This design comes from an exercise in tuning for small area on the open sky130 flow, not from production work. In this exercise RTL edits were held to simulation tests only and were not proved equivalent to the original. Power is estimated from default activity; no workload was simulated.

$ cat config.mk
export PLATFORM = sky130hd
export DESIGN_NAME = cache_top
export DESIGN_NICKNAME = cache_top
export VERILOG_FILES = /design/flow/design.v
export SDC_FILE = /design/flow/constraint.sdc
export NUM_CORES = 4
export LEC_CHECK = 0
export CAP_MARGIN = 10
export CORE_MARGIN = 2
export CORE_UTILIZATION = 65
export CTS_BUF_LIST = sky130_fd_sc_hd__clkbuf_8
export CTS_CLUSTER_DIAMETER = 80
export CTS_CLUSTER_SIZE = 15
export GPL_TIMING_DRIVEN = 0
export SLEW_MARGIN = 10
export SYNTH_HIERARCHICAL = 1
$ cat constraint.sdc
create_clock -name core_clock -period 10.0 [get_ports {clk}]
set_input_delay 2.0000 -clock core_clock [delete_from_list [all_inputs] [get_ports {clk}]]
set_output_delay 2.0000 -clock core_clock [all_outputs]
set_load 0.01 [all_outputs]
$ cat design.v
`timescale 1ns/1ps
package cache_pkg;
    localparam int DATA_WIDTH = 8;
    localparam int RAM_DEPTH = 256;
    localparam int ADDR_WIDTH = $clog2(RAM_DEPTH);
    localparam int DEF_WAYS = 4;
    localparam int DEF_SETS = 4;
    localparam int HIT_LATENCY = 2;
    localparam int MISS_LATENCY = 3;
    typedef enum logic {
        OP_READ  = 1'b0,
        OP_WRITE = 1'b1
    } cache_op_e;
    typedef struct packed {
        cache_op_e               op;
        logic [ADDR_WIDTH-1:0]   addr;
        logic [DATA_WIDTH-1:0]   wdata;
    } cache_req_t;
    typedef struct packed {
        logic [DATA_WIDTH-1:0] data;
    } cache_rsp_t;
endpackage
`timescale 1ns/1ps
module ram_aoi3 (
    input  logic [2:0] d,
    input  logic [2:0] s,
    output logic       y
);
    assign y = ~|(d & s);
endmodule
module ram_nand_tree (
    input  logic [85:0] n,
    output logic        y
);
    assign y = ~&n;
endmodule
module ram_read_bit (
    input  logic [255:0] d,
    input  logic [255:0] s,
    output logic         y
);
    logic [85:0] n;
    for (genvar i = 0; i < 85; i++) begin : g_aoi
        ram_aoi3 u_aoi (.d(d[i*3 +: 3]), .s(s[i*3 +: 3]), .y(n[i]));
    end
    assign n[85] = ~(d[255] & s[255]);
    ram_nand_tree u_tree (.n(n), .y(y));
endmodule
module ram_read (
    input  logic [2047:0] mem,
    input  logic [255:0]  row,
    output logic [7:0]    rd
);
    for (genvar b = 0; b < 8; b++) begin : g_bit
        logic [255:0] d;
        for (genvar r = 0; r < 256; r++) begin : g_row
            assign d[r] = mem[r*8 + b];
        end
        ram_read_bit u_bit (.d(d), .s(row), .y(rd[b]));
    end
endmodule
`timescale 1ns/1ps
`timescale 1ns/1ps
`timescale 1ns/1ps
`timescale 1ns/1ps
module cache_top (
    input  logic       clk,
    input  logic       rst,
    input  logic       req_valid,
    input  logic       req_op,
    input  logic [7:0] req_addr,
    input  logic [7:0] req_wdata,
    output logic       req_ready,
    output logic       done,
    output logic [7:0] rsp_data
);
    localparam logic [1:0] S_IDLE = 2'd0, S_LOOKUP = 2'd1, S_MEM = 2'd2, S_DONE = 2'd3;
    logic [1:0] state_q;
    logic       idle, lookup, mem_st;
    assign idle   = (state_q == S_IDLE);
    assign lookup = (state_q == S_LOOKUP);
    assign mem_st = (state_q == S_MEM);
    assign done   = (state_q == S_DONE);
    assign req_ready = idle;
    logic       op_q;
    logic [7:0] addr_q;
    logic [7:0] wd_q;
    always_ff @(posedge clk) begin
        if (idle) begin
            op_q   <= req_op;
            addr_q <= req_addr;
            wd_q   <= req_wdata;
        end
    end
    logic [1:0] set_i;
    logic [5:0] tag_i;
    assign set_i = addr_q[1:0];
    assign tag_i = addr_q[7:2];
    logic [5:0] slot_q [4][4];
    logic [3:0] vld_q  [4];
    logic [3:0] m;
    always_comb begin
        for (int j = 0; j < 4; j++) begin
            m[j] = vld_q[set_i][j] && (slot_q[set_i][j] == tag_i);
        end
    end
    logic hit;
    assign hit = |m;
    logic [3:0] sh;
    assign sh[0] = 1'b1;
    assign sh[1] = ~m[0];
    assign sh[2] = ~(m[0] | m[1]);
    assign sh[3] = ~(m[0] | m[1] | m[2]);
    always_ff @(posedge clk) begin
        for (int s = 0; s < 4; s++) begin
            if (done && set_i == 2'(s)) begin
                slot_q[s][0] <= tag_i;
                for (int j = 1; j < 4; j++) begin
                    if (sh[j]) slot_q[s][j] <= slot_q[s][j-1];
                end
            end
        end
    end
    always_ff @(posedge clk or posedge rst) begin
        if (rst) begin
            for (int s = 0; s < 4; s++) vld_q[s] <= '0;
        end else begin
            for (int s = 0; s < 4; s++) begin
                if (done && !hit && set_i == 2'(s)) vld_q[s] <= {vld_q[s][2:0], 1'b1};
            end
        end
    end
    logic       gv_q;
    logic       clr, wr;
    assign clr = lookup && op_q && !gv_q;
    assign wr  = done && op_q;
    always_ff @(posedge clk or posedge rst) begin
        if (rst) begin
            gv_q <= 1'b0;
        end else if (lookup && op_q) begin
            gv_q <= 1'b1;
        end
    end
    logic [15:0] hsel, lsel;
    always_comb begin
        for (int i = 0; i < 16; i++) begin
            hsel[i] = (addr_q[7:4] == 4'(i)) || clr;
            lsel[i] = (addr_q[3:0] == 4'(i)) || clr;
        end
    end
    logic [255:0] row;
    always_comb begin
        for (int g = 0; g < 16; g++) begin
            for (int b = 0; b < 16; b++) begin
                row[g*16+b] = hsel[g] && lsel[b];
            end
        end
    end
    logic [7:0]   mem_q [256];
    logic [2047:0] mem_flat;
    logic [7:0]   rd_raw;
    always_comb begin
        for (int r = 0; r < 256; r++) mem_flat[r*8 +: 8] = mem_q[r];
    end
    ram_read u_read (.mem(mem_flat), .row(row), .rd(rd_raw));
    logic [7:0] wbus;
    assign wbus = wr ? wd_q : (clr ? 8'h00 : rd_raw);
    always_ff @(posedge clk) begin
        for (int r = 0; r < 256; r++) begin
            if (row[r]) mem_q[r] <= wbus;
        end
    end
    logic [7:0] rd;
    assign rd = gv_q ? rd_raw : 8'h00;
    logic [7:0] rsp_q;
    always_ff @(posedge clk or posedge rst) begin
        if (rst) begin
            rsp_q <= '0;
        end else if ((lookup && hit) || mem_st) begin
            rsp_q <= op_q ? 8'h00 : rd;
        end
    end
    assign rsp_data = rsp_q;
    always_ff @(posedge clk or posedge rst) begin
        if (rst) begin
            state_q <= S_IDLE;
        end else begin
            case (state_q)
                S_IDLE:   if (req_valid) state_q <= S_LOOKUP;
                S_LOOKUP: state_q <= hit ? S_DONE : S_MEM;
                S_MEM:    state_q <= S_DONE;
                default:  state_q <= S_IDLE;
            endcase
        end
    end
endmodule
$ cat run.sh
#!/bin/bash
# synth_recipe.tcl (not shown) runs the flow's synth.tcl, then flattens the netlist and writes it again
# the make line also repeats each setting of config.mk as NAME=value (left out here)
make -C /OpenROAD-flow-scripts/flow DESIGN_CONFIG=/design/flow/config.mk WORK_HOME=/design/flow/orfs CLKGATE_MAP_FILE= SYNTH_SCRIPT=/design/flow/synth_recipe.tcl finish
==> report_table.html, run 1 <==
<table>
<tr><th>Metric</th><th>Value</th></tr>
<tr><th colspan="2">Run status</th></tr>
<tr><td>Outcome</td><td>complete, no violations</td></tr>
<tr><th colspan="2">Logic synthesis</th></tr>
<tr><td>Number of synthesized register bits</td><td>2188</td></tr>
<tr><td>Async set or reset register ratio after synthesis</td><td>1.23%</td></tr>
<tr><td>Post-synthesis net count</td><td>3672</td></tr>
<tr><td>Commonest register cell after synthesis</td><td>sky130_fd_sc_hd__edfxtp_1</td></tr>
<tr><td>XOR/XNOR Fraction of Synth Area</td><td>0.319%</td></tr>
<tr><td>EDFF count, synth</td><td>2161</td></tr>
<tr><td>Most numerous cell in the Yosys netlist</td><td>sky130_fd_sc_hd__edfxtp_1</td></tr>
<tr><td>Combinational family with the most area after synthesis</td><td>compound AO/OA/AOI/OAI gates</td></tr>
<tr><td>Cell accounting for the most synthesized area</td><td>sky130_fd_sc_hd__edfxtp_1</td></tr>
<tr><td>Yosys synthesis warning count</td><td>10</td></tr>
<tr><td>Simple-gate share of the synthesized area</td><td>3.72%</td></tr>
<tr><td>Fraction of synthesized cell area taken by the top area cell type</td><td>84.3%</td></tr>
<tr><td>Gate Count Post-Synth</td><td>3647</td></tr>
<tr><td>Syn Std Cell Area</td><td>77000 um2</td></tr>
<tr><td>Sequential share of the synthesized area</td><td>85.2%</td></tr>
<tr><td>Mean post-synth cell area</td><td>21.1 um2</td></tr>
<tr><td>Adder-Cell Fraction of Synth Area</td><td>0.0813%</td></tr>
<tr><td>Count of cell types in the netlist</td><td>41</td></tr>
<tr><td>Synthesized-area fraction occupied by ao, oa, aoi and oai cells</td><td>9.33%</td></tr>
<tr><td>Mux share of post-synthesis cell area</td><td>0.998%</td></tr>
<tr><td>Most numerous cell types in the synthesized netlist</td><td>2161 x sky130_fd_sc_hd__edfxtp_1, 680 x sky130_fd_sc_hd__a222oi_1, 274 x sky130_fd_sc_hd__nor2_1</td></tr>
<tr><td>Largest cells by area after synthesis</td><td>sky130_fd_sc_hd__edfxtp_1 84%, sky130_fd_sc_hd__a222oi_1 8.8%, sky130_fd_sc_hd__nand4_1 1.4%, sky130_fd_sc_hd__nor2_1 1.3%, sky130_fd_sc_hd__dfrtp_1 0.88%</td></tr>
<tr><th colspan="2">STA</th></tr>
<tr><td>Achievable clock frequency</td><td>117 MHz</td></tr>
<tr><td>Hold violation total from the final report</td><td>0</td></tr>
<tr><td>Clock Skew</td><td>0.0370 ns</td></tr>
<tr><td>Final period util</td><td>85.2%</td></tr>
<tr><td>Tightest hold margin</td><td>0.446 ns</td></tr>
<tr><td>Number of failing setup endpoints in the final timing report</td><td>0</td></tr>
<tr><td>Total negative setup slack</td><td>0 ns</td></tr>
<tr><td>Max-slew headroom</td><td>11.4%</td></tr>
<tr><td>Least-Margin Pin Slew</td><td>1.33 ns</td></tr>
<tr><td>Clock period minus worst slack</td><td>8.52 ns</td></tr>
<tr><td>Slew Viols, Final</td><td>0</td></tr>
<tr><td>Setup repair after global routing missed its margin</td><td>no</td></tr>
<tr><th colspan="2">Hold path</th></tr>
<tr><td>Worst hold path endpoint</td><td>slot_q[7][3]</td></tr>
<tr><td>Worst hold start</td><td>slot_q[6][3]</td></tr>
<tr><td>Hold Path Class</td><td>flip-flop to flip-flop</td></tr>
<tr><td>Hold-critical path depth</td><td>0</td></tr>
<tr><th colspan="2">GRT</th></tr>
<tr><td>First-pass GRT wire length</td><td>252000 um</td></tr>
<tr><td>Overall Global Routing Usage</td><td>28.2%</td></tr>
<tr><td>Pin count of the biggest net entering global routing</td><td>46</td></tr>
<tr><td>Via count of the first global-routing pass</td><td>38700</td></tr>
<tr><td>Global route overflow</td><td>0</td></tr>
<tr><td>Antenna violations before repair</td><td>3</td></tr>
<tr><th colspan="2">Power and ir drop</th></tr>
<tr><td>Combinational group share of total power</td><td>30.1%</td></tr>
<tr><td>Switching share of power</td><td>31.6%</td></tr>
<tr><td>Worst ir drop on vdd</td><td>0.000379 V</td></tr>
<tr><td>Design internal power</td><td>18.8 mW</td></tr>
<tr><td>Psw</td><td>8.71 mW</td></tr>
<tr><td>Clock power share</td><td>14.9%</td></tr>
<tr><td>Power Density</td><td>328 nW/um2</td></tr>
<tr><td>Flop pwr share</td><td>55.0%</td></tr>
<tr><td>Leakage power</td><td>25.4 nW</td></tr>
<tr><th colspan="2">Critical path</th></tr>
<tr><td>R2R Path End</td><td>mem_q[84][0]</td></tr>
<tr><td>Logic depth of the worst register-to-register path</td><td>16</td></tr>
<tr><td>Crit Path Category</td><td>flip-flop to flip-flop</td></tr>
<tr><td>Critical path endpoint category</td><td>flip-flop</td></tr>
<tr><td>Data arrival, critical path</td><td>9.11 ns</td></tr>
<tr><td>Crit-path max cell delay</td><td>1.05 ns</td></tr>
<tr><td>Chain of cells forming the critical path</td><td>buf_2 -&gt; buf_1 -&gt; nor2b_1 -&gt; a21oi_1 -&gt; clkbuf_1 -&gt; nor2_1 -&gt; a222oi_1 -&gt; nand4_1 -&gt; nor4_1 -&gt; nand4_1 -&gt; or4_1 -&gt; nand2_1 -&gt; o21ai_4 -&gt; buf_12 -&gt; buf_12 -&gt; buf_16</td></tr>
<tr><td>Worst flop-to-flop path startpoint</td><td>addr_q[7]</td></tr>
<tr><td>Critical Path Source Type</td><td>flip-flop</td></tr>
<tr><td>Max FO, Critical Path</td><td>37</td></tr>
<tr><td>Register-to-register setup slack</td><td>1.48 ns</td></tr>
<tr><td>Slowest library cell on the worst path</td><td>sky130_fd_sc_hd__nor4_1</td></tr>
<tr><td>Required time of the worst setup path</td><td>10.59 ns</td></tr>
<tr><th colspan="2">Floorplanning</th></tr>
<tr><td>I/O pin cnt</td><td>30</td></tr>
<tr><td>Die ar.</td><td>121000 um2</td></tr>
<tr><td>Num rows</td><td>126</td></tr>
<tr><td>Overall die height</td><td>348 um</td></tr>
<tr><td>Effective utilization at floorplan</td><td>65.4%</td></tr>
<tr><td>Die boundary width</td><td>348 um</td></tr>
<tr><td>Core outline area</td><td>118000 um2</td></tr>
<tr><th colspan="2">Clocking</th></tr>
<tr><td>Hold buffer count at CTS</td><td>0</td></tr>
<tr><td>Worst skew pair latency</td><td>0.88 ns</td></tr>
<tr><td>Number of buffers added by the clock tree synthesis step</td><td>163</td></tr>
<tr><td>Cell at the root of the clock tree</td><td>sky130_fd_sc_hd__clkbuf_8</td></tr>
<tr><td>Clk pin slew, worst setup/hold paths</td><td>0.09 ns</td></tr>
<tr><td>Total number of H-tree levels</td><td>4</td></tr>
<tr><td>CTS sink cnt</td><td>2188</td></tr>
<tr><td>TritonCTS clock tree</td><td>yes</td></tr>
<tr><td>Post-CTS setup buffer count</td><td>0</td></tr>
<tr><td>CTS Buffer Depth</td><td>3</td></tr>
<tr><td>Number of gates given a new drive strength after cts</td><td>0</td></tr>
<tr><th colspan="2">Flow run</th></tr>
<tr><td>Max Cap Viol</td><td>0</td></tr>
<tr><th colspan="2">Routing</th></tr>
<tr><td>DRC violations left</td><td>0</td></tr>
<tr><td>Initial DRC Count</td><td>7847</td></tr>
<tr><td>Final WL</td><td>172000 um</td></tr>
<tr><td>Via Count</td><td>40300</td></tr>
<tr><td>Number of nets still failing antenna checks after routing</td><td>0</td></tr>
<tr><td>Detail-routed net length per standard cell</td><td>31.2 um</td></tr>
<tr><td>Length of the first detailed-routing pass in iterations</td><td>14</td></tr>
<tr><td>Vias per cell</td><td>7.32</td></tr>
<tr><th colspan="2">Place</th></tr>
<tr><td>Number of placed cells counting well taps</td><td>5284</td></tr>
<tr><td>Post-detail-place hpwl</td><td>111000 um</td></tr>
<tr><td>Final GP Congestion</td><td>0.821</td></tr>
<tr><td>Number of buffers inserted by port buffering</td><td>29</td></tr>
<tr><th colspan="2">Final layout</th></tr>
<tr><td>Filler-free cell count of the finished design</td><td>5511</td></tr>
<tr><td>Share of cells above drive strength 1</td><td>11.4%</td></tr>
<tr><td>Number of nets at the end of the flow</td><td>3965</td></tr>
<tr><td>Post-synthesis to final-layout area growth</td><td>8.86%</td></tr>
</table>
==> cells in the final DEF (no fill, tap or decap), drive strengths merged, types with 2 or more instances in the layout <==
cell type and instances:
edfxtp 2161, a222oi 680, nor2 274, clkbuf 209, nand4 177, buf 111, nand2 46, nor4 35
inv 30, clkdlybuf4s50 29, dfrtp 27, mux4 20, a21oi 19, xnor2 18, or4 16, mux2 15
mux2i 13, a31oi 12, nand2b 11, o21ai 11, xor2 10, nor2b 9, clkinvlp 9, a32o 8
ha 5, and2 4, diode 3, a32oi 3, nand3 2, a41oi 2
==> per-module statistics from Yosys, one instance, submodules excluded, excerpt <==
module,flops+latches,copies in the design
ram_read_bit,0,8
cache_top,2188,1
ram_nand_tree,0,8
ram_aoi3,0,680
==> how the worst max path moves through the flow <==
stage,depth (start not counted),slack (ns),endpoint,start
after floorplan,15,2.28,mem_q[0][0],addr_q[1]
after global placement,15,-4.63,mem_q[46][4],addr_q[1]
after detailed placement,18,1.83,mem_q[148][6],addr_q[1]
after CTS,19,1.79,mem_q[88][0],addr_q[1]
after global routing,19,1.39,mem_q[5][3],addr_q[1]
final,16,1.48,mem_q[84][0],addr_q[7]
==> stage by stage <==
step | utilization [%] | worst slack [ns] | power (mW) | area, um2
6_report | 71.2 | 1.48 | 27.5 | 83800
5_1_grt | 71.2 | 1.39 | 28.5 | 83800
4_1_cts | 70.8 | 1.79 | 27.6 | 83400
3_5_place_dp | 68.7 | 1.83 | 23.6 | 80900
3_3_place_gp | 67.3 | -4.63 | 20.5 | 79200
2_1_floorplan | - | 2.28 | 19.3 | 77000
==> kinds of logic after synthesis <==
kind of cell,after synthesis
compound gates,738
xor+xnor,28
fa+ha+maj,5
buf+inv,64
flops,2188
mux,48
simple gates,576
==> layout make-up <==
type                            instances  area (um2)
Fill cell                            6941       34000
Multi-Input combinational cell       1395       11500
Tap cell                             1536        1920
Buffer                                 55         278
Inverter                                9        33.8
Sequential cell                      2188       65600
Clock buffer                          166        2280
Clock inverter                         31         165
Timing Repair Buffer                  128        2010
Antenna cell                            3        7.51
==> critical path: cells and delay by family, from the launching register on <==
kind	cells	cell delay, ns
DFF	1	0.43
and+or+nand+nor	7	3.60
AOI/OAI and AO/OA	3	1.79
buffers and inverters	6	2.35
==> registers in the layout (all words and copies together) (netlist names), 2 cells and up <==
signal	flops
state_q	2
addr_q	8
slot_q	96
wd_q	8
vld_q	16
mem_q	2048
rsp_q	8
==> power groups by stage <==
stage	registers (mW)	logic [mW]	clock network, mW
after floorplan	16.4	2.90	0
after global placement	15.9	4.58	0
after detailed placement	15.3	8.30	0
after CTS	15.1	8.29	4.20
after global routing	15.2	8.85	4.52
final	15.1	8.30	4.10
==> routing by layer <==
metal / track usage (%) / wire (um) / vias up
met5: 0 / 0 / -
met3: 4.31 / 16800 / 232
li1: - / - / 17100
met1: 43.7 / 70100 / 20700
met2: 42.7 / 80800 / 2247
met4: 8.36 / 4330 / 0
==> run 2, diff against run 1 <==
--- a/config.mk
+++ b/config.mk
@@ -7,3 +7,3 @@
 export LEC_CHECK = 0
-export CAP_MARGIN = 10
+export CAP_MARGIN = 20
 export CORE_MARGIN = 2
@@ -11,6 +11,4 @@
 export CTS_BUF_LIST = sky130_fd_sc_hd__clkbuf_8
-export CTS_CLUSTER_DIAMETER = 80
-export CTS_CLUSTER_SIZE = 15
-export GPL_TIMING_DRIVEN = 0
-export SLEW_MARGIN = 10
+export CTS_CLUSTER_SIZE = 30
+export SLEW_MARGIN = 20
 export SYNTH_HIERARCHICAL = 1
==> report_table.html, run 2 <==
<table>
<tr><th>Metric</th><th>Value</th></tr>
<tr><th colspan="2">Critical path</th></tr>
<tr><td>Data arrival, critical path</td><td>7.92 ns (-1.19 ns)</td></tr>
<tr><td>Max FO, Critical Path</td><td>88 (+140%)</td></tr>
<tr><td>Critical path endpoint category</td><td>flip-flop</td></tr>
<tr><td>Required time of the worst setup path</td><td>10.56 ns (-0.03 ns)</td></tr>
<tr><td>Crit-path max cell delay</td><td>0.88 ns (-0.17 ns)</td></tr>
<tr><td>Chain of cells forming the critical path</td><td>inv_1 -&gt; ha_1 -&gt; nand2_1 -&gt; nor2_4 -&gt; buf_4 -&gt; a21oi_4 -&gt; nor2_1 -&gt; buf_4 -&gt; a222oi_1 -&gt; nand4_1 -&gt; nor4_1 -&gt; nand4_1 -&gt; or4_1 -&gt; nand2_1 -&gt; o21ai_4 -&gt; buf_4 -&gt; buf_4</td></tr>
<tr><td>Critical Path Source Type</td><td>flip-flop</td></tr>
<tr><td>Crit path top cell by count</td><td>sky130_fd_sc_hd__buf_4</td></tr>
<tr><td>Crit Path Category</td><td>flip-flop to flip-flop</td></tr>
<tr><td>Slowest library cell on the worst path</td><td>sky130_fd_sc_hd__a21oi_4</td></tr>
<tr><th colspan="2">Place</th></tr>
<tr><td>Final GP Congestion</td><td>0.843 (+2.7%)</td></tr>
<tr><td>Post-detail-place hpwl</td><td>104000 um (-6.6%)</td></tr>
<tr><td>Number of buffers inserted by port buffering</td><td>29 (unchanged)</td></tr>
<tr><td>DP Area</td><td>81500 um2 (+0.68%)</td></tr>
<tr><th colspan="2">Final layout</th></tr>
<tr><td>Most common cell after layout, fill and taps aside</td><td>sky130_fd_sc_hd__edfxtp_1</td></tr>
<tr><td>Post-synthesis to final-layout area growth</td><td>13.9%</td></tr>
<tr><td>Registers with the most flip-flops</td><td>mem_q x2048, slot_q x96, vld_q x16</td></tr>
<tr><td>Most used cells in the layout excluding fill and tap cells</td><td>2161 x sky130_fd_sc_hd__edfxtp_1, 680 x sky130_fd_sc_hd__a222oi_1, 356 x sky130_fd_sc_hd__clkbuf_8</td></tr>
<tr><td>Largest register by flop count</td><td>mem_q</td></tr>
<tr><td>Number of flip-flops in the largest register</td><td>2048 (unchanged)</td></tr>
<tr><td>Post-route cell area</td><td>87700 um2 (+4.6%)</td></tr>
<tr><td>Share of cells above drive strength 1</td><td>17.5% (+6.2 points)</td></tr>
<tr><td>Number of nets at the end of the flow</td><td>4285 (+8.1%)</td></tr>
<tr><th colspan="2">STA</th></tr>
<tr><td>Tightest hold margin</td><td>0.447 ns (+0.000596 ns)</td></tr>
<tr><td>Achievable clock frequency</td><td>136 MHz (+16%)</td></tr>
<tr><td>Least-Margin Pin Slew</td><td>1.11 ns (-0.218 ns)</td></tr>
<tr><td>Clock Skew</td><td>0.0395 ns (+0.00245 ns)</td></tr>
<tr><td>Final period util</td><td>73.6% (-12 points)</td></tr>
<tr><td>Setup repair after global routing missed its margin</td><td>no</td></tr>
<tr><td>Hold violation total from the final report</td><td>0 (unchanged)</td></tr>
<tr><td>Total negative setup slack</td><td>0 ns (unchanged)</td></tr>
<tr><td>Slew Viols, Final</td><td>0 (unchanged)</td></tr>
<tr><td>Clock period minus worst slack</td><td>7.36 ns (-1.16 ns)</td></tr>
<tr><td>Number of failing setup endpoints in the final timing report</td><td>0 (unchanged)</td></tr>
<tr><td>Max-slew headroom</td><td>25.3% (+14 points)</td></tr>
<tr><th colspan="2">Logic synthesis</th></tr>
<tr><td>Async set or reset register ratio after synthesis</td><td>1.23% (unchanged)</td></tr>
<tr><td>Most numerous cell in the Yosys netlist</td><td>sky130_fd_sc_hd__edfxtp_1</td></tr>
<tr><td>Post-synthesis net count</td><td>3672 (unchanged)</td></tr>
<tr><td>Number of synthesized register bits</td><td>2188 (unchanged)</td></tr>
<tr><td>Fraction of synthesized cell area taken by the top area cell type</td><td>84.3% (unchanged)</td></tr>
<tr><td>EDFF count, synth</td><td>2161 (unchanged)</td></tr>
<tr><td>Yosys synthesis warning count</td><td>10 (unchanged)</td></tr>
<tr><td>Most numerous cell types in the synthesized netlist</td><td>2161 x sky130_fd_sc_hd__edfxtp_1, 680 x sky130_fd_sc_hd__a222oi_1, 274 x sky130_fd_sc_hd__nor2_1</td></tr>
<tr><td>Syn Std Cell Area</td><td>77000 um2 (unchanged)</td></tr>
<tr><td>Largest cells by area after synthesis</td><td>sky130_fd_sc_hd__edfxtp_1 84%, sky130_fd_sc_hd__a222oi_1 8.8%, sky130_fd_sc_hd__nand4_1 1.4%, sky130_fd_sc_hd__nor2_1 1.3%, sky130_fd_sc_hd__dfrtp_1 0.88%</td></tr>
<tr><td>Count of cell types in the netlist</td><td>41 (unchanged)</td></tr>
<tr><td>Gate Count Post-Synth</td><td>3647 (unchanged)</td></tr>
<tr><td>Sequential share of the synthesized area</td><td>85.2% (unchanged)</td></tr>
<tr><td>Commonest register cell after synthesis</td><td>sky130_fd_sc_hd__edfxtp_1</td></tr>
<tr><td>Mean post-synth cell area</td><td>21.1 um2 (unchanged)</td></tr>
<tr><td>Cell accounting for the most synthesized area</td><td>sky130_fd_sc_hd__edfxtp_1</td></tr>
<tr><th colspan="2">Clocking</th></tr>
<tr><td>Number of gates given a new drive strength after cts</td><td>0 (unchanged)</td></tr>
<tr><td>CTS sink cnt</td><td>2188 (unchanged)</td></tr>
<tr><td>Number of buffers added by the clock tree synthesis step</td><td>344 (+110%)</td></tr>
<tr><td>CTS Buffer Depth</td><td>4 (+1)</td></tr>
<tr><td>Total number of H-tree levels</td><td>5 (+1)</td></tr>
<tr><td>Cell at the root of the clock tree</td><td>sky130_fd_sc_hd__clkbuf_8</td></tr>
<tr><td>Clk pin slew, worst setup/hold paths</td><td>0.06 ns (-0.03 ns)</td></tr>
<tr><td>Post-CTS setup buffer count</td><td>0 (unchanged)</td></tr>
<tr><td>Hold buffer count at CTS</td><td>0 (unchanged)</td></tr>
<tr><td>TritonCTS clock tree</td><td>yes</td></tr>
<tr><td>Worst skew pair latency</td><td>0.99 ns (+0.11 ns)</td></tr>
<tr><th colspan="2">Power and ir drop</th></tr>
<tr><td>Worst ir drop on vdd</td><td>0.000887 V (+130%)</td></tr>
<tr><td>Flop pwr share</td><td>54.3% (-0.7 points)</td></tr>
<tr><td>Design internal power</td><td>19.5 mW (+3.6%)</td></tr>
<tr><td>Leakage power</td><td>28.2 nW (+11%)</td></tr>
<tr><td>Psw</td><td>8.80 mW (+1.0%)</td></tr>
<tr><td>Switching share of power</td><td>31.1% (-0.53 points)</td></tr>
<tr><td>Combinational group share of total power</td><td>22.2% (-7.9 points)</td></tr>
<tr><td>Clock power share</td><td>23.5% (+8.6 points)</td></tr>
<tr><td>Power Density</td><td>323 nW/um2 (-1.8%)</td></tr>
<tr><th colspan="2">Floorplanning</th></tr>
<tr><td>Die ar.</td><td>121000 um2 (unchanged)</td></tr>
<tr><td>Die boundary width</td><td>348 um (unchanged)</td></tr>
<tr><td>Overall die height</td><td>348 um (unchanged)</td></tr>
<tr><td>I/O pin cnt</td><td>30 (unchanged)</td></tr>
<tr><td>Effective utilization at floorplan</td><td>65.4% (unchanged)</td></tr>
<tr><td>Num rows</td><td>126 (unchanged)</td></tr>
<tr><td>Core outline area</td><td>118000 um2 (unchanged)</td></tr>
<tr><th colspan="2">Routing</th></tr>
<tr><td>Initial DRC Count</td><td>7457 (-5.0%)</td></tr>
<tr><td>Detail-routed net length per standard cell</td><td>29.0 um (-7.0%)</td></tr>
<tr><td>DRC violations left</td><td>0 (unchanged)</td></tr>
<tr><td>Via Count</td><td>42300 (+4.8%)</td></tr>
<tr><td>Length of the first detailed-routing pass in iterations</td><td>15 (+1)</td></tr>
<tr><td>Final WL</td><td>176000 um (+2.2%)</td></tr>
<tr><td>Vias per cell</td><td>6.98 (-4.6%)</td></tr>
<tr><td>Number of nets still failing antenna checks after routing</td><td>0 (unchanged)</td></tr>
<tr><th colspan="2">GRT</th></tr>
<tr><td>Global route overflow</td><td>0 (unchanged)</td></tr>
<tr><td>Overall Global Routing Usage</td><td>29.0% (+0.72 points)</td></tr>
<tr><td>First-pass GRT wire length</td><td>260000 um (+3.4%)</td></tr>
<tr><td>Via count of the first global-routing pass</td><td>40800 (+5.5%)</td></tr>
<tr><td>Antenna violations before repair</td><td>7 (+4)</td></tr>
<tr><td>Pin count of the biggest net entering global routing</td><td>257 (+460%)</td></tr>
<tr><th colspan="2">Flow run</th></tr>
<tr><td>Max Cap Viol</td><td>0 (unchanged)</td></tr>
<tr><th colspan="2">Run status</th></tr>
<tr><td>Outcome</td><td>complete, no violations</td></tr>
<tr><th colspan="2">Hold path</th></tr>
<tr><td>Hold Path Class</td><td>flip-flop to flip-flop</td></tr>
</table>
## run 2: cell counts after synthesis
No cell type changed its count.
## run 2: path summary, 6_finish.rpt
path	end	depth (start not counted)	start	slack, ns
setup / recovery	mem_q[218][5]	17	state_q[1]	2.64
hold / removal	slot_q[9][4]	0	slot_q[8][4]	0.45
setup reg to reg	mem_q[218][5]	17	state_q[1]	2.64
hold reg to reg	slot_q[9][4]	0	slot_q[8][4]	0.45
max in group asynchronous	vld_q[1][3]	2	rst	8.18
min in group asynchronous	rsp_q[3]	2	rst	1.41
## run 2: power groups by stage
stage | clock network (mW) | logic, mW | registers (mW)
floorplan | 0 | 2.90 | 16.4
global placement | 0 | 5.80 | 15.5
detailed placement | 0 | 6.27 | 15.6
CTS | 6.78 | 6.26 | 15.4
global route | 7.18 | 6.86 | 15.4
finish | 6.64 | 6.29 | 15.4
## run 2: worst max-delay path, delay by kind of cell (launching register included)
kind	cells	cell delay, ns
compound gates	3	1.65
fa+ha+maj	1	0.25
buf+inv	5	1.58
flops	1	0.41
simple gates	8	2.79
## run 2: metrics by stage
| stage | std cells | util [%] | power, mW | setup slack [ns] |
|---|---|---|---|---|
| finish | 6052 | 74.5 | 28.3 | 2.64 |
| global route | 6051 | 74.5 | 29.4 | 2.70 |
| CTS | 6044 | 74.3 | 28.4 | 2.66 |
| detailed placement | 5447 | 69.2 | 21.9 | 2.79 |
| global placement | 5445 | 69.2 | 21.3 | 2.98 |
| floorplan | 3647 | - | 19.3 | 2.28 |
## run 2: logic make-up (layout without fill, tap and decap cells)
family,after synthesis,count (layout),share of synthesized area [%]
DFF,2188,2188,85.2
AOI/OAI and AO/OA,738,738,9.33
and+or+nand+nor,576,576,3.72
buffers and inverters,64,928,0.379
muxes,48,48,0.998
xor gates and xnor gates,28,28,0.319
adders and majority gates,5,5,0.0813
other,0,5,0
## run 2: per-module statistics from Yosys (local to each module, per instance), excerpt
module	cell area [um2]	flip-flops and latches	cells inside
ram_aoi3	10.0	0	1
ram_read_bit	3.75	0	1
cache_top	68700	2188	2727
ram_nand_tree	181	0	29
## run 2: per-layer routing
layer / track usage, % / vias up / part of all wire [%]
li1: - / 18000 / -
met1: 44.1 / 21600 / 41
met2: 42.5 / 2349 / 46
met3: 5.56 / 356 / 9.6
met4: 11.0 / 2 / 3.4
met5: 0 / - / 0.0085
## run 2: final cells by class
class	count	area, um2
Multi-Input combinational cell	1395	11500
Antenna cell	5	12.5
Inverter	9	33.8
Clock buffer	356	4900
Tap cell	1536	1920
Sequential cell	2188	65600
Timing Repair Buffer	322	2590
Clock inverter	241	1110
Fill cell	6694	30100
==> run 3, diff against run 2 <==
--- a/config.mk
+++ b/config.mk
@@ -9,5 +9,4 @@
 export CORE_MARGIN = 2
-export CORE_UTILIZATION = 65
-export CTS_BUF_LIST = sky130_fd_sc_hd__clkbuf_8
-export CTS_CLUSTER_SIZE = 30
+export CORE_UTILIZATION = 40
+export CTS_BUF_LIST = sky130_fd_sc_hd__clkbuf_4
 export SLEW_MARGIN = 20
==> report_table.html, run 3 <==
<table>
<tr><th>Metric</th><th>Value</th></tr>
<tr><th colspan="2">Logic synthesis</th></tr>
<tr><td>Post-synthesis net count</td><td>3672 (unchanged)</td></tr>
<tr><td>Count of cell types in the netlist</td><td>41 (unchanged)</td></tr>
<tr><td>Gate Count Post-Synth</td><td>3647 (unchanged)</td></tr>
<tr><td>Commonest register cell after synthesis</td><td>sky130_fd_sc_hd__edfxtp_1</td></tr>
<tr><td>EDFF count, synth</td><td>2161 (unchanged)</td></tr>
<tr><td>Cell accounting for the most synthesized area</td><td>sky130_fd_sc_hd__edfxtp_1</td></tr>
<tr><td>Most numerous cell in the Yosys netlist</td><td>sky130_fd_sc_hd__edfxtp_1</td></tr>
<tr><td>Yosys synthesis warning count</td><td>10 (unchanged)</td></tr>
<tr><td>Sequential share of the synthesized area</td><td>85.2% (unchanged)</td></tr>
<tr><td>Largest cells by area after synthesis</td><td>sky130_fd_sc_hd__edfxtp_1 84%, sky130_fd_sc_hd__a222oi_1 8.8%, sky130_fd_sc_hd__nand4_1 1.4%, sky130_fd_sc_hd__nor2_1 1.3%, sky130_fd_sc_hd__dfrtp_1 0.88%</td></tr>
<tr><td>Most numerous cell types in the synthesized netlist</td><td>2161 x sky130_fd_sc_hd__edfxtp_1, 680 x sky130_fd_sc_hd__a222oi_1, 274 x sky130_fd_sc_hd__nor2_1</td></tr>
<tr><td>Number of synthesized register bits</td><td>2188 (unchanged)</td></tr>
<tr><td>Mean post-synth cell area</td><td>21.1 um2 (unchanged)</td></tr>
<tr><td>Fraction of synthesized cell area taken by the top area cell type</td><td>84.3% (unchanged)</td></tr>
<tr><td>Syn Std Cell Area</td><td>77000 um2 (unchanged)</td></tr>
<tr><td>Async set or reset register ratio after synthesis</td><td>1.23% (unchanged)</td></tr>
<tr><th colspan="2">Final layout</th></tr>
<tr><td>Largest register by flop count</td><td>mem_q</td></tr>
<tr><td>Final design utilization</td><td>46.7% (-28 points)</td></tr>
<tr><td>Registers with the most flip-flops</td><td>mem_q x2048, slot_q x96, vld_q x16</td></tr>
<tr><td>Most used cells in the layout excluding fill and tap cells</td><td>2161 x sky130_fd_sc_hd__edfxtp_1, 792 x sky130_fd_sc_hd__clkbuf_4, 680 x sky130_fd_sc_hd__a222oi_1</td></tr>
<tr><td>Share of cells above drive strength 1</td><td>25.6% (+8.1 points)</td></tr>
<tr><td>Post-synthesis to final-layout area growth</td><td>16.4%</td></tr>
<tr><td>Filler-free cell count of the finished design</td><td>7364 (+22%)</td></tr>
<tr><td>Most common cell after layout, fill and taps aside</td><td>sky130_fd_sc_hd__edfxtp_1</td></tr>
<tr><td>Fill cells</td><td>16100 (+140%)</td></tr>
<tr><td>Number of flip-flops in the largest register</td><td>2048 (unchanged)</td></tr>
<tr><td>Post-route cell area</td><td>89600 um2 (+2.2%)</td></tr>
<tr><td>Number of nets at the end of the flow</td><td>4536 (+5.9%)</td></tr>
<tr><th colspan="2">Clocking</th></tr>
<tr><td>Number of gates given a new drive strength after cts</td><td>0 (unchanged)</td></tr>
<tr><td>Total number of H-tree levels</td><td>6 (+1)</td></tr>
<tr><td>Number of buffers added by the clock tree synthesis step</td><td>565 (+64%)</td></tr>
<tr><td>Worst skew pair latency</td><td>1.32 ns (+0.33 ns)</td></tr>
<tr><td>CTS sink cnt</td><td>2188 (unchanged)</td></tr>
<tr><td>TritonCTS clock tree</td><td>yes</td></tr>
<tr><td>Cell at the root of the clock tree</td><td>sky130_fd_sc_hd__clkbuf_4</td></tr>
<tr><td>Hold buffer count at CTS</td><td>0 (unchanged)</td></tr>
<tr><td>Clk pin slew, worst setup/hold paths</td><td>0.07 ns (about the same)</td></tr>
<tr><td>CTS Buffer Depth</td><td>4 (unchanged)</td></tr>
<tr><td>Post-CTS setup buffer count</td><td>0 (unchanged)</td></tr>
<tr><th colspan="2">GRT</th></tr>
<tr><td>Global routing usage on met1</td><td>25.6% (-19 points)</td></tr>
<tr><td>Pin count of the biggest net entering global routing</td><td>257 (unchanged)</td></tr>
<tr><td>Most used routing layer</td><td>met2</td></tr>
<tr><td>First-pass GRT wire length</td><td>277000 um (+6.4%)</td></tr>
<tr><td>Met2 routing resource usage after global routing</td><td>29.2% (-13 points)</td></tr>
<tr><td>Overall Global Routing Usage</td><td>18.8% (-10 points)</td></tr>
<tr><td>Met3 track utilization from global routing</td><td>4.55% (-1.0 points)</td></tr>
<tr><td>Antenna violations before repair</td><td>9 (+2)</td></tr>
<tr><td>Via count of the first global-routing pass</td><td>42500 (+4.0%)</td></tr>
<tr><td>Global route overflow</td><td>0 (unchanged)</td></tr>
<tr><th colspan="2">STA</th></tr>
<tr><td>Total negative setup slack</td><td>0 ns (unchanged)</td></tr>
<tr><td>Slew Viols, Final</td><td>0 (unchanged)</td></tr>
<tr><td>Hold violation total from the final report</td><td>0 (unchanged)</td></tr>
<tr><td>Clock Skew</td><td>0.127 ns (+0.0871 ns)</td></tr>
<tr><td>Achievable clock frequency</td><td>142 MHz (+4.6%)</td></tr>
<tr><td>Least-Margin Pin Slew</td><td>1.13 ns (+0.0205 ns)</td></tr>
<tr><td>Max-slew headroom</td><td>23.9% (-1.4 points)</td></tr>
<tr><td>Final period util</td><td>70.4% (-3.3 points)</td></tr>
<tr><td>Clock period minus worst slack</td><td>7.04 ns (-0.326 ns)</td></tr>
<tr><td>Setup repair after global routing missed its margin</td><td>no</td></tr>
<tr><td>Number of failing setup endpoints in the final timing report</td><td>0 (unchanged)</td></tr>
<tr><th colspan="2">Routing</th></tr>
<tr><td>DRC violations left</td><td>0 (unchanged)</td></tr>
<tr><td>Via Count</td><td>43400 (+2.7%)</td></tr>
<tr><td>Number of nets still failing antenna checks after routing</td><td>0 (unchanged)</td></tr>
<tr><td>Vias per cell</td><td>5.89 (-16%)</td></tr>
<tr><td>Final WL</td><td>189000 um (+7.3%)</td></tr>
<tr><td>Initial DRC Count</td><td>6654 (-11%)</td></tr>
<tr><td>Length of the first detailed-routing pass in iterations</td><td>14 (-1)</td></tr>
<tr><td>Detail-routed net length per standard cell</td><td>25.6 um (-12%)</td></tr>
<tr><th colspan="2">Power and ir drop</th></tr>
<tr><td>Power Density</td><td>323 nW/um2 (about the same)</td></tr>
<tr><td>Leakage power</td><td>28.8 nW (+2.1%)</td></tr>
<tr><td>Worst ir drop on vdd</td><td>0.000755 V (-15%)</td></tr>
<tr><td>Total power consumption of the routed design</td><td>28.9 mW (+2.2%)</td></tr>
<tr><th colspan="2">Critical path</th></tr>
<tr><td>Crit-path max cell delay</td><td>0.87 ns (about the same)</td></tr>
<tr><td>Crit Path Category</td><td>flip-flop to flip-flop</td></tr>
<tr><td>Slowest library cell on the worst path</td><td>sky130_fd_sc_hd__nor4_1</td></tr>
<tr><td>Data arrival, critical path</td><td>7.88 ns (-0.04 ns)</td></tr>
<tr><td>Crit path top cell by count</td><td>sky130_fd_sc_hd__buf_4</td></tr>
<tr><td>Chain of cells forming the critical path</td><td>inv_1 -&gt; ha_1 -&gt; nand2_1 -&gt; nor2_4 -&gt; buf_4 -&gt; a31oi_2 -&gt; buf_4 -&gt; nor2_1 -&gt; buf_4 -&gt; a222oi_1 -&gt; nand4_1 -&gt; nor4_1 -&gt; nand4_1 -&gt; or4_1 -&gt; nand2_1 -&gt; o21ai_4 -&gt; buf_16 -&gt; buf_4 -&gt; buf_4</td></tr>
<tr><td>Required time of the worst setup path</td><td>10.85 ns (+0.29 ns)</td></tr>
<tr><td>Critical path endpoint category</td><td>flip-flop</td></tr>
<tr><td>Max FO, Critical Path</td><td>69 (-22%)</td></tr>
<tr><td>Critical Path Source Type</td><td>flip-flop</td></tr>
<tr><th colspan="2">Flow run</th></tr>
<tr><td>Max Cap Viol</td><td>0 (unchanged)</td></tr>
<tr><th colspan="2">Floorplanning</th></tr>
<tr><td>Overall die height</td><td>443 um (+27%)</td></tr>
<tr><td>Core outline area</td><td>192000 um2 (+63%)</td></tr>
<tr><td>Num rows</td><td>161 (+28%)</td></tr>
<tr><td>Effective utilization at floorplan</td><td>40.1% (-25 points)</td></tr>
<tr><td>Die ar.</td><td>196000 um2 (+62%)</td></tr>
<tr><td>I/O pin cnt</td><td>30 (unchanged)</td></tr>
<tr><td>Die boundary width</td><td>443 um (+27%)</td></tr>
<tr><th colspan="2">Run status</th></tr>
<tr><td>Outcome</td><td>complete, no violations</td></tr>
<tr><th colspan="2">Place</th></tr>
<tr><td>DP Area</td><td>83000 um2 (+1.9%)</td></tr>
<tr><td>Post-detail-place hpwl</td><td>110000 um (+5.7%)</td></tr>
<tr><td>Number of placed cells counting well taps</td><td>6466 (+19%)</td></tr>
<tr><td>Number of buffers inserted by port buffering</td><td>29 (unchanged)</td></tr>
<tr><td>Final GP Congestion</td><td>0.831 (-1.4%)</td></tr>
<tr><th colspan="2">Hold path</th></tr>
<tr><td>Hold Path Class</td><td>flip-flop to flip-flop</td></tr>
</table>
## run 3: cell families after synthesis
family	count (synthesis)	synth area share (%)
flops	2188	85.2
compound gates	738	9.33
simple gates	576	3.72
buf+inv	64	0.379
mux	48	0.998
xor+xnor	28	0.319
fa+ha+maj	5	0.0813
## run 3: Yosys stat by module, one instance, submodules excluded, excerpt
module / cell area [um2] / flip-flops and latches
cache_top: 68700 / 2188
ram_aoi3: 10.0 / 0
ram_nand_tree: 181 / 0
ram_read_bit: 3.75 / 0
## run 3: routing by layer
layer	wire length, um	vias up
met5	13	-
met4	5000	2
met3	16500	288
met2	89800	2018
met1	77300	22300
li1	-	18800
## run 3: path summary, 6_finish.rpt
path,start,endpoint,slack [ns],depth (start not counted)
max,state_q[1],mem_q[45][5],2.96,19
min,slot_q[4][0],slot_q[5][0],0.42,0
max reg2reg,state_q[1],mem_q[45][5],2.96,19
min reg2reg,slot_q[4][0],slot_q[5][0],0.42,0
max in group asynchronous,rst,vld_q[2][2],8.56,3
min in group asynchronous,rst,rsp_q[2],1.10,3
## run 3: cell type report
| cell class | instances | area, um2 | share of cell area, % |
|---|---|---|---|
| tap | 2526 | 3160 | 3.53 |
| clock buffer | 792 | 5950 | 6.63 |
| multi-input combinational | 1395 | 11600 | 12.9 |
| sequential | 2188 | 65600 | 73.2 |
| clock inverter | 92 | 517 | 0.577 |
| antenna | 10 | 25.0 | 0.0279 |
| inverter | 9 | 33.8 | 0.0377 |
| timing repair buffer | 352 | 2810 | 3.13 |
## run 3: where the power goes
group / total (mW) / leakage, nW / switching [mW] / internal, mW
clock network: 7.15 / 3.93 / 3.39 / 3.75
logic: 6.46 / 5.04 / 5.55 / 0.904
registers: 15.3 / 19.9 / 0.143 / 15.2
## run 3: metrics by stage
step | hold WS [ns] | setup slack, ns
2_1_floorplan | 0.417 | 2.28
3_3_place_gp | 0.426 | 2.72
3_5_place_dp | 0.430 | 2.80
4_1_cts | 0.406 | 2.73
5_1_grt | 0.425 | 2.79
6_report | 0.416 | 2.96
## run 3: worst max-delay path, delay by kind of cell (launching register included)
kind | cells | cell delay, ns
adder cells (fa/ha/maj) | 1 | 0.24
AND/OR/NAND/NOR | 8 | 2.52
buffers and inverters | 7 | 1.99
AO/OA/AOI/OAI | 3 | 1.31
flip-flops | 1 | 0.41
==> run 4, diff against run 3 <==
--- a/design.v
+++ b/design.v
@@ -61,2 +61,10 @@
 endmodule
+module ram_wsel (
+    input  logic wr,
+    input  logic wd,
+    input  logic rd,
+    output logic y
+);
+    assign y = wr ? wd : rd;
+endmodule
 `timescale 1ns/1ps
@@ -165,7 +173,13 @@
     ram_read u_read (.mem(mem_flat), .row(row), .rd(rd_raw));
-    logic [7:0] wbus;
-    assign wbus = wr ? wd_q : (clr ? 8'h00 : rd_raw);
+    logic [7:0] rd_keep;
+    assign rd_keep = clr ? 8'h00 : rd_raw;
+    logic [7:0] wbus [4];
+    for (genvar k = 0; k < 4; k++) begin : g_wbus
+        for (genvar b = 0; b < 8; b++) begin : g_bit
+            ram_wsel u_wsel (.wr(wr), .wd(wd_q[b]), .rd(rd_keep[b]), .y(wbus[k][b]));
+        end
+    end
     always_ff @(posedge clk) begin
         for (int r = 0; r < 256; r++) begin
-            if (row[r]) mem_q[r] <= wbus;
+            if (row[r]) mem_q[r] <= wbus[r / 64];
         end
--- a/config.mk
+++ b/config.mk
@@ -7,7 +7,10 @@
 export LEC_CHECK = 0
-export CAP_MARGIN = 20
+export CAP_MARGIN = 10
 export CORE_MARGIN = 2
-export CORE_UTILIZATION = 40
-export CTS_BUF_LIST = sky130_fd_sc_hd__clkbuf_4
-export SLEW_MARGIN = 20
+export CORE_UTILIZATION = 65
+export CTS_BUF_LIST = sky130_fd_sc_hd__clkbuf_8
+export CTS_CLUSTER_DIAMETER = 80
+export CTS_CLUSTER_SIZE = 15
+export GPL_TIMING_DRIVEN = 0
+export SLEW_MARGIN = 10
 export SYNTH_HIERARCHICAL = 1
==> report_table.html, run 4 <==
<table>
<tr><th>Metric</th><th>Value</th></tr>
<tr><th colspan="2">Run status</th></tr>
<tr><td>Outcome</td><td>complete, no violations</td></tr>
<tr><th colspan="2">Clocking</th></tr>
<tr><td>Cell at the root of the clock tree</td><td>sky130_fd_sc_hd__clkbuf_8</td></tr>
<tr><td>Number of gates given a new drive strength after cts</td><td>0 (unchanged)</td></tr>
<tr><td>Total number of H-tree levels</td><td>4 (-2)</td></tr>
<tr><td>Clk pin slew, worst setup/hold paths</td><td>0.09 ns (+0.02 ns)</td></tr>
<tr><td>Post-CTS setup buffer count</td><td>0 (unchanged)</td></tr>
<tr><td>CTS sink cnt</td><td>2188 (unchanged)</td></tr>
<tr><td>Worst skew pair latency</td><td>0.93 ns (-0.39 ns)</td></tr>
<tr><td>Number of buffers added by the clock tree synthesis step</td><td>163 (-71%)</td></tr>
<tr><td>Hold buffer count at CTS</td><td>0 (unchanged)</td></tr>
<tr><td>CTS Buffer Depth</td><td>3 (-1)</td></tr>
<tr><td>TritonCTS clock tree</td><td>yes</td></tr>
<tr><th colspan="2">Floorplanning</th></tr>
<tr><td>Die ar.</td><td>122000 um2 (-38%)</td></tr>
<tr><td>I/O pin cnt</td><td>30 (unchanged)</td></tr>
<tr><td>Num rows</td><td>126 (-22%)</td></tr>
<tr><td>Core outline area</td><td>118000 um2 (-38%)</td></tr>
<tr><td>Effective utilization at floorplan</td><td>65.5% (+25 points)</td></tr>
<tr><td>Overall die height</td><td>349 um (-21%)</td></tr>
<tr><td>Die boundary width</td><td>349 um (-21%)</td></tr>
<tr><th colspan="2">Critical path</th></tr>
<tr><td>Crit-path max cell delay</td><td>0.95 ns (+0.08 ns)</td></tr>
<tr><td>Critical path endpoint category</td><td>flip-flop</td></tr>
<tr><td>Max FO, Critical Path</td><td>64 (-7.2%)</td></tr>
<tr><td>Chain of cells forming the critical path</td><td>buf_4 -&gt; buf_2 -&gt; buf_2 -&gt; clkbuf_1 -&gt; nor2b_1 -&gt; a21oi_2 -&gt; clkbuf_2 -&gt; nor2_1 -&gt; a222oi_1 -&gt; nand4_1 -&gt; nor4_1 -&gt; nand4_1 -&gt; or4_1 -&gt; nor2b_1 -&gt; mux2_4</td></tr>
<tr><td>Critical Path Source Type</td><td>flip-flop</td></tr>
<tr><td>Crit Path Category</td><td>flip-flop to flip-flop</td></tr>
<tr><td>Data arrival, critical path</td><td>8.79 ns (+0.91 ns)</td></tr>
<tr><td>Slowest library cell on the worst path</td><td>sky130_fd_sc_hd__nor4_1</td></tr>
<tr><td>Required time of the worst setup path</td><td>10.52 ns (-0.33 ns)</td></tr>
<tr><th colspan="2">Logic synthesis</th></tr>
<tr><td>Yosys synthesis warning count</td><td>14 (+4)</td></tr>
<tr><td>Gate Count Post-Synth</td><td>3653 (+0.16%)</td></tr>
<tr><td>Number of synthesized register bits</td><td>2188 (unchanged)</td></tr>
<tr><td>Cell accounting for the most synthesized area</td><td>sky130_fd_sc_hd__edfxtp_1</td></tr>
<tr><td>Post-synthesis net count</td><td>3678 (+0.16%)</td></tr>
<tr><td>Sequential share of the synthesized area</td><td>84.8% (-0.37 points)</td></tr>
<tr><td>Most numerous cell types in the synthesized netlist</td><td>2161 x sky130_fd_sc_hd__edfxtp_1, 680 x sky130_fd_sc_hd__a222oi_1, 276 x sky130_fd_sc_hd__nor2_1</td></tr>
<tr><td>Fraction of synthesized cell area taken by the top area cell type</td><td>83.9% (-0.37 points)</td></tr>
<tr><td>Mean post-synth cell area</td><td>21.2 um2 (+0.28%)</td></tr>
<tr><td>Count of cell types in the netlist</td><td>42 (+2.4%)</td></tr>
<tr><td>Syn Std Cell Area</td><td>77300 um2 (+0.44%)</td></tr>
<tr><td>Largest cells by area after synthesis</td><td>sky130_fd_sc_hd__edfxtp_1 84%, sky130_fd_sc_hd__a222oi_1 8.8%, sky130_fd_sc_hd__nand4_1 1.4%, sky130_fd_sc_hd__nor2_1 1.3%, sky130_fd_sc_hd__dfrtp_1 0.87%</td></tr>
<tr><td>Commonest register cell after synthesis</td><td>sky130_fd_sc_hd__edfxtp_1</td></tr>
<tr><td>EDFF count, synth</td><td>2161 (unchanged)</td></tr>
<tr><td>Async set or reset register ratio after synthesis</td><td>1.23% (unchanged)</td></tr>
<tr><td>Most numerous cell in the Yosys netlist</td><td>sky130_fd_sc_hd__edfxtp_1</td></tr>
<tr><th colspan="2">Final layout</th></tr>
<tr><td>Share of cells above drive strength 1</td><td>10.8% (-15 points)</td></tr>
<tr><td>Final design utilization</td><td>70.2% (+23 points)</td></tr>
<tr><td>Registers with the most flip-flops</td><td>mem_q x2048, slot_q x96, vld_q x16</td></tr>
<tr><td>Filler-free cell count of the finished design</td><td>5461 (-26%)</td></tr>
<tr><td>Number of flip-flops in the largest register</td><td>2048 (unchanged)</td></tr>
<tr><td>Largest register by flop count</td><td>mem_q</td></tr>
<tr><td>Most used cells in the layout excluding fill and tap cells</td><td>2161 x sky130_fd_sc_hd__edfxtp_1, 680 x sky130_fd_sc_hd__a222oi_1, 191 x sky130_fd_sc_hd__nor2_1</td></tr>
<tr><td>Most common cell after layout, fill and taps aside</td><td>sky130_fd_sc_hd__edfxtp_1</td></tr>
<tr><td>Fill cells</td><td>7137 (-56%)</td></tr>
<tr><td>Number of nets at the end of the flow</td><td>3915 (-14%)</td></tr>
<tr><td>Post-synthesis to final-layout area growth</td><td>7.15%</td></tr>
<tr><th colspan="2">STA</th></tr>
<tr><td>Total negative setup slack</td><td>0 ns (unchanged)</td></tr>
<tr><td>Final period util</td><td>82.7% (+12 points)</td></tr>
<tr><td>Hold violation total from the final report</td><td>0 (unchanged)</td></tr>
<tr><td>Max-slew headroom</td><td>8.92% (-15 points)</td></tr>
<tr><td>Least-Margin Pin Slew</td><td>1.37 ns (+0.235 ns)</td></tr>
<tr><td>Achievable clock frequency</td><td>121 MHz (-15%)</td></tr>
<tr><td>Setup repair after global routing missed its margin</td><td>no</td></tr>
<tr><td>Clock Skew</td><td>0.0433 ns (-0.0833 ns)</td></tr>
<tr><td>Clock period minus worst slack</td><td>8.27 ns (+1.24 ns)</td></tr>
<tr><td>Slew Viols, Final</td><td>0 (unchanged)</td></tr>
<tr><td>Number of failing setup endpoints in the final timing report</td><td>0 (unchanged)</td></tr>
<tr><th colspan="2">Routing</th></tr>
<tr><td>DRC violations left</td><td>0 (unchanged)</td></tr>
<tr><td>Via Count</td><td>40200 (-7.4%)</td></tr>
<tr><td>Vias per cell</td><td>7.35 (+25%)</td></tr>
<tr><td>Number of nets still failing antenna checks after routing</td><td>0 (unchanged)</td></tr>
<tr><td>Initial DRC Count</td><td>7869 (+18%)</td></tr>
<tr><td>Detail-routed net length per standard cell</td><td>32.5 um (+27%)</td></tr>
<tr><td>Length of the first detailed-routing pass in iterations</td><td>14 (unchanged)</td></tr>
<tr><td>Final WL</td><td>177000 um (-6.0%)</td></tr>
<tr><th colspan="2">GRT</th></tr>
<tr><td>Global route overflow</td><td>0 (unchanged)</td></tr>
<tr><td>Antenna violations before repair</td><td>8 (-1)</td></tr>
<tr><td>Overall Global Routing Usage</td><td>29.0% (+10 points)</td></tr>
<tr><td>Pin count of the biggest net entering global routing</td><td>65 (-75%)</td></tr>
<tr><td>First-pass GRT wire length</td><td>256000 um (-7.7%)</td></tr>
<tr><td>Via count of the first global-routing pass</td><td>38400 (-9.6%)</td></tr>
<tr><th colspan="2">Place</th></tr>
<tr><td>Number of buffers inserted by port buffering</td><td>29 (unchanged)</td></tr>
<tr><td>Number of placed cells counting well taps</td><td>5240 (-19%)</td></tr>
<tr><td>Post-detail-place hpwl</td><td>110000 um (-0.35%)</td></tr>
<tr><td>Final GP Congestion</td><td>0.840 (+1.1%)</td></tr>
<tr><th colspan="2">Hold path</th></tr>
<tr><td>Hold Path Class</td><td>flip-flop to flip-flop</td></tr>
<tr><th colspan="2">Power and ir drop</th></tr>
<tr><td>Leakage power</td><td>25.0 nW (-13%)</td></tr>
<tr><td>Worst ir drop on vdd</td><td>0.000921 V (+22%)</td></tr>
<tr><td>Power Density</td><td>317 nW/um2 (-1.8%)</td></tr>
<tr><th colspan="2">Flow run</th></tr>
<tr><td>Max Cap Viol</td><td>0 (unchanged)</td></tr>
</table>
-- run 4: area by class of cell --
cell class	count	area, um2	share of cell area, %
antenna	3	7.51	0.00906
buffer	51	248	0.299
clock buffer	171	2350	2.84
clock inverter	26	109	0.131
inverter	9	33.8	0.0408
multi-input combinational	1405	11800	14.3
sequential	2188	65600	79.1
tap	1536	1920	2.32
timing repair buffer	72	779	0.941
-- run 4: kinds of logic after synthesis --
family / Yosys count / synth area share, %
flip-flops: 2188 / 84.8
AO/OA/AOI/OAI: 730 / 9.25
AND/OR/NAND/NOR: 562 / 3.62
multiplexers: 80 / 1.60
buffers and inverters: 60 / 0.340
XOR/XNOR: 28 / 0.317
adder cells (fa/ha/maj): 5 / 0.0809
-- run 4: path summary, 6_finish.rpt --
path / cells past startpoint / slack, ns / endpoint / from
max in group asynchronous: 2 / 8.00 / rsp_q[5] / rst
min in group asynchronous: 2 / 1.52 / vld_q[2][0] / rst
hold reg to reg: 0 / 0.45 / slot_q[9][4] / slot_q[8][4]
hold / removal: 0 / 0.45 / slot_q[9][4] / slot_q[8][4]
setup / recovery: 15 / 1.73 / mem_q[103][1] / addr_q[1]
setup reg to reg: 15 / 1.73 / mem_q[103][1] / addr_q[1]
-- run 4: power by group --
part           switching, mW  leakage, nW  internal, mW
Sequential             0.142         19.9          15.2
Clock                   2.58         1.35          1.54
Combinational           5.99         3.85         0.811
Total                   8.71         25.0          17.6
-- run 4: stage by stage --
step / hold slack, ns / setup slack (ns) / cell area [um2] / power (mW)
floorplan: 0.421 / 5.33 / 77300 / 18.7
global placement: 0.437 / 0.565 / 79500 / 21.9
detailed placement: 0.430 / 1.79 / 80000 / 22.5
CTS: 0.457 / 1.77 / 82400 / 26.5
global route: 0.477 / 1.67 / 82800 / 27.2
finish: 0.454 / 1.73 / 82900 / 26.3
-- run 4: worst max-delay path: cells and delay by family, from the launching register on --
family                 cells  cell delay (ns)
DFF                        1             0.34
buffers and inverters      5             2.06
AOI/OAI and AO/OA          2             1.30
muxes                      1             0.57
and+or+nand+nor            7             3.47
-- run 4: per-module statistics from Yosys, one instance, submodules excluded, excerpt --
module / cells / area, um2
cache_top: 2701 / 68600
ram_nand_tree: 29 / 181
ram_wsel: 1 / 15.0
ram_aoi3: 1 / 10.0
ram_read_bit: 1 / 3.75
-- run 4: per-layer routing --
layer  GRT usage [%]  vias to the layer above  part of all wire [%]
li1                -                    17000                     -
met1            42.8                    20600                    40
met2            44.1                     2288                    47
met3            6.08                      277                    10
met4            10.1                        2                   3.2
met5               0                        -                0.0039

port drivers added, routing unchanged:
The results above use ideal ports. As a check the final layouts listed here were re-extracted and re-timed, cells and wires unchanged. Step 1: set_driving_cell puts a clkbuf_16 on clk and a buf_2 on each other input, an assumption about the parent block. Step 2 also shifts input and output timing later by t, the mid clock arrival at the registers, as if the neighbouring blocks saw the same clock. Slacks: ideal ports / drivers / drivers and shift; pairs: ideal ports / drivers.
run	shift t [ns]	slack for setup (ns)	worst setup path at the end	latest minus earliest clock arrival (ns)	worst slew at a driven data input, ns
run 1	0.925	1.480 / 1.480 / 1.480	register to register	0.037 / 0.037	0.07
run 2	1.042	2.638 / 2.638 / 2.638	register to register	0.040 / 0.039	0.08
run 3	1.334	2.964 / 2.964 / 2.964	register to register	0.127 / 0.127	0.05
run 4	0.981	1.727 / 1.727 / 1.727	register to register	0.044 / 0.043	0.03
After both steps every run listed still meets setup and hold.
